Source: an optimization exercise on an open RTL-to-GDS flow (aim: small area, a short achievable clock period and few clock cycles per item). Production flows keep margins and buffers that such runs may drop.
Only simulation tests tie the RTL to the original design; equivalence was not proved.
No activity file was given, so power comes from the tool's default toggle rates.

tundra:
==> flow/design.v (excerpt) <==
module vec_unit (
  input  logic                   clk_i,
  input  logic                   rst_n_i,
  input  logic [63:0]            acc_req_i,
  input  logic                   acc_req_valid_i,
  output logic                   acc_req_ready_o,
  output logic [33:0]            acc_resp_o,
  output logic                   acc_resp_valid_o,
  input  logic                   acc_resp_ready_i
);
Size: roughly 12000 cells after synthesis, about 3000 flip-flops, ~100 I/O pins, roughly 140000 µm² of cells after synthesis.
==> flow/config.mk <==
export PLATFORM = sky130hd
export DESIGN_NAME = vec_unit
export DESIGN_NICKNAME = vec_unit
export VERILOG_FILES = /design/flow/design.v
export SDC_FILE = /design/flow/constraint.sdc
export NUM_CORES = 4
export LEC_CHECK = 0
export CAP_MARGIN = 20
export CORE_MARGIN = 2
export CORE_UTILIZATION = 40
export CTS_CLUSTER_DIAMETER = 100
export CTS_CLUSTER_SIZE = 20
export SLEW_MARGIN = 20
export SYNTH_HIERARCHICAL = 1
==> flow/constraint.sdc <==
create_clock -name core_clock -period 11.0 [get_ports {clk_i}]
set_input_delay 2.2000 -clock core_clock [delete_from_list [all_inputs] [get_ports {clk_i}]]
set_output_delay 2.2000 -clock core_clock [all_outputs]
set_load 0.01 [all_outputs]
standard.sh (not shown) runs the stock make flow with config.mk's settings and CLKGATE_MAP_FILE= SYNTH_SCRIPT=/design/flow/synth_recipe.tcl, a recipe that flattens the netlist after the stock synthesis.
==> flow/flow/run.sh <==
#!/bin/bash
# Standard layout with a larger setup-repair margin, so that timing repair
# works toward a shorter period than the 11 ns constraint asks for.
bash standard.sh SETUP_SLACK_MARGIN=7.3 finish > standard.log 2>&1
tundra was carried through to the last stage, and its layout satisfied the timing, design-rule and antenna checks.
Testbench counts of tundra, summed over its fixed seeds: cycles 3,232, insns 3,200.
Here is what was changed in the inputs of garnet compared with tundra.
- SYNTH_HIERARCHICAL removed (was 1)
- SETUP_SLACK_MARGIN newly set to 5
==> flow/run.sh (new file) <==
#!/bin/bash
# synth_recipe.tcl (not shown) runs the flow's synth.tcl, then flattens the netlist and writes it again
# the make line also repeats each setting of config.mk as NAME=value (left out here)
make -C /OpenROAD-flow-scripts/flow DESIGN_CONFIG=/design/flow/config.mk WORK_HOME=/design/flow/orfs CLKGATE_MAP_FILE= SYNTH_SCRIPT=/design/flow/synth_recipe.tcl finish
removed: flow/flow/run.sh
removed: flow/standard.sh
The slowest library cell on the worst path comes out sky130_fd_sc_hd__o21ai_0 in one run and sky130_fd_sc_hd__clkdlybuf4s50_1 in the other, namely in garnet and tundra respectively.
Summary of garnet over tundra: routed length per placed instance went up by 2.4%; layout overhead on the synthesized area lower; mux cell area share after synthesis now smaller.
Setup changes, garnet to fjord
- an added SYNTH_HIERARCHICAL of 1
- a deleted SETUP_SLACK_MARGIN that had been 5
==> flow/flow/run.sh (new file) <==
#!/bin/bash
# Standard layout with a larger setup-repair margin, so that timing repair
# works toward a shorter period than the 11 ns constraint asks for.
bash standard.sh SETUP_SLACK_MARGIN=7.6 finish > standard.log 2>&1
==> flow/standard.sh (new file) <==
#!/bin/bash
# synth_recipe.tcl (not shown) runs the flow's synth.tcl, then flattens the netlist and writes it again
# the make line also repeats each setting of config.mk as NAME=value (left out here)
make -C /OpenROAD-flow-scripts/flow DESIGN_CONFIG=/design/flow/config.mk WORK_HOME=/design/flow/orfs CLKGATE_MAP_FILE= SYNTH_SCRIPT=/design/flow/synth_recipe.tcl "${@:-finish}"
removed: flow/run.sh
==> comparison <==
garnet ended up with x_a[96]$_DFF_P_ as its worst setup path startpoint; fjord ended up with q_q[29]$_DFFE_PP_.
Sort fjord and garnet by inverter count, descending, and garnet comes first.
Cmp fjord vs garnet: worst setup slack higher in fjord
Compared with garnet, in fjord power per cell area now sits higher; die footprint now sits higher; core utilization now sits higher.
Sequential element share of the synthesized area came out lower on fjord than on garnet.
In the reports for fjord and garnet, the larger number of antenna violations at the first check in global routing belongs to fjord.
Flip-flop and latch share of the layout cell area was lower in fjord than in garnet.
Taking garnet as the reference, in fjord final area went up 3.4%, TritonCTS sink count held steady, detailed-route via count up 5861.
Kind of critical path = flop to output port: fjord; kind of critical path = flop to flop: garnet
## Diff of input files: maple against fjord
- SYNTH_HIERARCHICAL removed (was 1)
--- a/flow/flow/run.sh
+++ b/flow/flow/run.sh
@@ -4 +4 @@
-bash standard.sh SETUP_SLACK_MARGIN=7.6 finish > standard.log 2>&1
+bash standard.sh SETUP_SLACK_MARGIN=7.3 finish > standard.log 2>&1
### Flow results
- Changes observed in maple relative to fjord: non-clock buffer contribution to total cell area has decreased; die area has decreased; synthesized instance count has decreased; proportion of power drawn by flip-flops and latches has increased.
- maple vs fjord — sequential power dropped by a few percent
- Re combined global-route utilization of all metal layers: maple is 0.48 points down on fjord.
- Relative to fjord, the sequential share of layout area of maple is higher by 1.1 points.
- Both conditions hold for maple: the flow ran to the end and the final layout passed the timing, design-rule and antenna checks.
- Diff fjord -> maple: via count moved down; total stage count of the critical path moved up; combinational cell fraction of total power moved down.

---

Setup of wip/willow:
vec_unit, a different RTL version from the one above (not shown whole).
Size in the first run: roughly 11000 cells after synthesis, roughly 3000 flip-flops, ~140000 um^2 of cells after synthesis.
export LEC_CHECK = 0
export CAP_MARGIN = 20
export CORE_MARGIN = 2
export CORE_UTILIZATION = 45
export CTS_CLUSTER_DIAMETER = 100
export CTS_CLUSTER_SIZE = 20
export PLACE_DENSITY = 0.62
export SLEW_MARGIN = 20
create_clock -name core_clock -period 11.0 [get_ports {clk_i}]
==> flow/flow/run.sh <==
#!/bin/bash
# Standard layout with a larger setup-repair margin, so that timing repair
# works toward a shorter period than the 11 ns constraint asks for.
bash standard.sh SETUP_SLACK_MARGIN=7.3 finish > standard.log 2>&1
wip/willow ended with every stage complete and zero timing, DRC or antenna violations.
Testbench counts of wip/willow, summed over its fixed seeds: cycles 3,232, insns 3,200.
The following lists how wip/nickel was set up differently from wip/willow:
Settings: PLACE_DENSITY no longer set, was 0.62; CORE_UTILIZATION now 40, was 45; CTS_CLUSTER_DIAMETER now 120, was 100; CTS_CLUSTER_SIZE now 24, was 20.
==> run notes <==
wip/nickel: flow completed, timing, DRC and antenna clean. Diff wip/willow -> wip/nickel: share of total power in the clock network has decreased; clock power fell about 9%; die area moved up.

separate check: timing with driven ports:
How much do the figures lean on ideal ports? The routed layouts below were timed once more, with nothing changed but the port constraints.
Step 1, drivers: a clkbuf_16 drives clk_i and a buf_2 each remaining input, both assumed.
Step 2 moves the port delays by t, midway between the first and last clock arrival at a register: inputs arrive t later, outputs are due t later. That takes back most of the time a late clock gives input paths.
Three values: ideal, step 1, step 2; two values: the first two.
| run | t (ns) | slack for setup (ns) | worst hold slack (ns) | worst setup path after step 2 | worst slew at a driven data input, ns |
|---|---|---|---|---|---|
| tundra | 1.015 | 7.278 / 7.189 / 6.352 | 0.331 / 0.331 / 0.331 | input to register | 0.19 |
| garnet | 1.009 | 6.147 / 6.147 / 5.730 | 0.333 / 0.333 / 0.333 | input to register | 0.10 |
| fjord | 1.008 | 7.298 / 7.182 / 6.598 | 0.331 / 0.331 / 0.331 | input to register | 0.19 |
| maple | 1.000 | 7.243 / 7.195 / 6.314 | 0.331 / 0.331 / 0.331 | input to register | 0.09 |
| wip/willow | 1.014 | 7.199 / 7.085 / 6.343 | 0.313 / 0.313 / 0.313 | input to register | 0.09 |
| wip/nickel | 1.016 | 7.191 / 7.122 / 6.472 | 0.322 / 0.322 / 0.322 | input to register | 0.20 |
After both steps setup and hold are still met in every run listed. For maple, which loses most, drivers alone change the setup slack by -0.048 ns; drivers and shift together by -0.929 ns.
